Background: an optimization exercise with open tools, aiming at small area and a short achievable clock period. Do not read the settings as production practice.
Function was checked by simulation only, so behaviour that the tests miss may differ from the original.
Power is estimated from default activity; no workload was simulated.

// ps2_key_event_queue
module ps2_key_event_queue #(
  parameter int FIFO_DEPTH      = 8,
  parameter bit SUPPRESS_REPEAT = 1'b1,
  parameter bit IGNORE_CTRL     = 1'b1
) (
  input  logic                          clk,
  input  logic                          reset,
  input  logic [7:0]                    rx_data,
  input  logic                          rx_valid,
  input  logic                          rx_overflow,
  output logic [9:0]                    evt_data,
  output logic                          evt_valid,
  input  logic                          evt_ready,
  output logic [$clog2(FIFO_DEPTH):0]   evt_count,
  output logic                          drop_flag,
  input  logic                          drop_clr,
  output logic [8:0]                    keys_down,
  output logic [31:0]                   cur_key
);
  logic       r_ext, r_rel, r_pause;
  logic [2:0] r_skip;
  logic w_v, w_e0, w_f0, w_e1, w_ctrl, w_prefix, w_pause_end, w_key;
  logic w_emit, w_track, w_ev_ext, w_ev_rel;
  logic [7:0] w_code;
  assign w_v    = rx_valid && !rx_overflow;
  assign w_e0   = (rx_data == 8'hE0);
  assign w_f0   = (rx_data == 8'hF0);
  assign w_e1   = (rx_data == 8'hE1);
  assign w_ctrl = (rx_data == 8'h00) || (rx_data == 8'hAA) || (rx_data == 8'hEE) ||
                  (rx_data == 8'hFA) || (rx_data == 8'hFE) || (rx_data == 8'hFF);
  ...
clock: 6.5 ns
lec_check: 0
cap_margin: 0
core_margin: 2
core_utilization: 40
cts_buf_list: sky130_fd_sc_hd__clkbuf_8
cts_cluster_diameter: 80
cts_cluster_size: 16
setup_slack_margin: 3.3
slew_margin: 0
synth_hierarchical: 1
tns_end_percent: 10
standard.sh (not shown) runs the stock make flow with config.mk's settings and CLKGATE_MAP_FILE= SYNTH_SCRIPT=/design/flow/synth_recipe.tcl, a recipe that flattens the netlist after the stock synthesis.
==> flow/flow/run.sh <==
#!/bin/bash
# Layout flow: the standard flow, with the port buffers made plain
# buffers (sky130_fd_sc_hd__buf_4) instead of the default delay-cell choice.
export BUFFER_PORTS_ARGS="-buffer_cell sky130_fd_sc_hd__buf_4"
bash standard.sh > standard.log 2>&1
The starting point completed with no timing, DRC or antenna violations.
Change:
==> flow/run.sh (new file) <==
#!/bin/bash
# synth_recipe.tcl (not shown) runs the flow's synth.tcl, then flattens the netlist and writes it again
# the make line also repeats each setting of config.mk as NAME=value (left out here)
make -C /OpenROAD-flow-scripts/flow DESIGN_CONFIG=/design/flow/config.mk WORK_HOME=/design/flow/orfs CLKGATE_MAP_FILE= SYNTH_SCRIPT=/design/flow/synth_recipe.tcl finish
SETUP_SLACK_MARGIN = 3.0   (was 3.3)
removed: flow/flow/run.sh
removed: flow/standard.sh
Result: First-iteration DRC count goes down by 20%. Setup slack degrades by 0.29 ns. Synthesized area stays the same. Total power decreases by 0.83%. Clock power is about the same. Sequential share of layout area went up by 1.8 points. Sequential cell count is unchanged. Critical path depth came out higher by 1.

========
ps2_key_event_queue, a different RTL version from the one above (not shown whole).
Size: ~2400 cells after synthesis, roughly 650 flip-flops, about 71 I/O pins, about 26000 um2 of cells after synthesis.
==> flow/config.mk <==
export PLATFORM = sky130hd
export DESIGN_NAME = ps2_key_event_queue
export DESIGN_NICKNAME = ps2_key_event_queue
export VERILOG_FILES = /design/flow/design.v
export SDC_FILE = /design/flow/constraint.sdc
export NUM_CORES = 4
export LEC_CHECK = 0
export CAP_MARGIN = 10
export CORE_MARGIN = 2
export CORE_UTILIZATION = 55
export CTS_BUF_LIST = sky130_fd_sc_hd__clkbuf_8
export CTS_CLUSTER_DIAMETER = 80
export CTS_CLUSTER_SIZE = 16
export SETUP_SLACK_MARGIN = 3.3
export SLEW_MARGIN = 10
export SYNTH_HIERARCHICAL = 1
export TNS_END_PERCENT = 10
==> flow/constraint.sdc <==
create_clock -name core_clock -period 6.5 [get_ports {clk}]
set_input_delay 1.3000 -clock core_clock [delete_from_list [all_inputs] [get_ports {clk}]]
set_output_delay 1.3000 -clock core_clock [all_outputs]
set_load 0.01 [all_outputs]
==> flow/flow/run.sh <==
#!/bin/bash
# Layout flow: the standard flow, with the port buffers made plain
# buffers (sky130_fd_sc_hd__buf_4) instead of the default delay-cell choice.
export BUFFER_PORTS_ARGS="-buffer_cell sky130_fd_sc_hd__buf_4"
bash standard.sh > standard.log 2>&1
Change:
Settings changed: CORE_UTILIZATION 55 to 60.
Clock-buffer cell count stays the same.
Final cell count does not change.
Final area climbs slightly.
Change:
Settings changed: CORE_UTILIZATION 60 to 70.
=>
- worst setup slack gets worse by 0.0093 ns
- sequential power barely changes
- synthesized cell count is unchanged
- first-iteration DRC count came out higher by roughly a tenth
- via count came out higher by a few percent
- core utilization came out higher by 12 points
- worst hold slack stays flat
- routed wire length came out lower slightly
- power hardly moves
- global-route usage came out higher by 3.1 points
- non-clock buffer count came out higher by 3

========
Starting RTL as in the previous note.
Settings: LEC_CHECK=0, CAP_MARGIN=10, CORE_MARGIN=2, CORE_UTILIZATION=60, CTS_BUF_LIST=sky130_fd_sc_hd__clkbuf_8, CTS_CLUSTER_DIAMETER=80, CTS_CLUSTER_SIZE=16, SETUP_SLACK_MARGIN=3.2, SLEW_MARGIN=10, SYNTH_HIERARCHICAL=1, TNS_END_PERCENT=10; clock period 6.5 ns.
Scripts as last shown in full above: flow/flow/run.sh
The first run finished with timing, DRC and antenna clean.
==> next run, changes <==
- SETUP_SLACK_MARGIN: 3.2 -> 3.3
- TNS_END_PERCENT: 10 -> 30
=> Critical path depth went up by 1; sequential share of layout area went down by 2.0 points; via count went up by 2.9%; clock-buffer cell count does not change; wire length went up by about 7%; final cell count went up by about 1.8%; setup slack loses 26 ps; worst hold slack stays flat; area after synthesis stays the same; global-route usage went up by 1.8 points; flip-flop and latch count does not change.
==> next run, changes <==
- CORE_UTILIZATION: 60 -> 40
- TNS_END_PERCENT: 30 -> 10
What happened: The changed run finished with timing, DRC and antenna clean; die area climbs by 49%; via count drops by 2.9%; final cell count climbs by 7.7%; total power barely changes; utilization drops by 23 points; non-clock buffer count drops by 32; maximum frequency drops by 0.68%; clock-buffer cell count climbs by 2; worst setup slack got worse by 23 ps; register-to-register slack improved by 40 ps; global-route usage drops by 14 points.

port drivers added, routing unchanged:
How much do the figures lean on ideal ports? The routed layouts below were timed once more, with nothing changed but the port constraints. Step 1 assumes that a clkbuf_16 drives the clock port and a buf_2 every other input. Step 2, shift: input delay + t, output delay - t, t = (earliest + latest rising clock arrival at the registers) / 2. This alone moves slack from input paths to output paths. Three values: no drivers, after step 1, after step 2; two values: the first two.
| run | shift t [ns] | slack for setup (ns) | worst setup path after step 2 | worst register clock-pin slew, ns |
|---|---|---|---|---|
| the first run of note 1 | 0.728 | 3.151 / 3.073 / 2.345 | input to register | 0.11 / 0.11 |
| the second run of note 1 | 0.726 | 2.861 / 2.806 / 2.193 | input to register | 0.11 / 0.11 |
| the first run of note 2 | 0.736 | 3.201 / 3.189 / 2.453 | input to register | 0.11 / 0.11 |
| the second run of note 2 | 0.724 | 3.251 / 3.142 / 2.418 | input to register | 0.11 / 0.11 |
| the third run of note 2 | 0.727 | 3.241 / 3.046 / 2.319 | input to register | 0.11 / 0.11 |
| the first run of note 3 | 0.726 | 3.181 / 3.166 / 2.440 | input to register | 0.11 / 0.11 |
| the second run of note 3 | 0.716 | 3.156 / 3.009 / 2.293 | input to register | 0.11 / 0.11 |
| the third run of note 3 | 0.713 | 3.132 / 2.914 / 2.202 | input to register | 0.11 / 0.11 |
After both steps setup and hold are still met in every run listed. The setup slack of the third run of note 3, which loses most, moves by -0.218 ns with the drivers and by -0.930 ns with both steps.
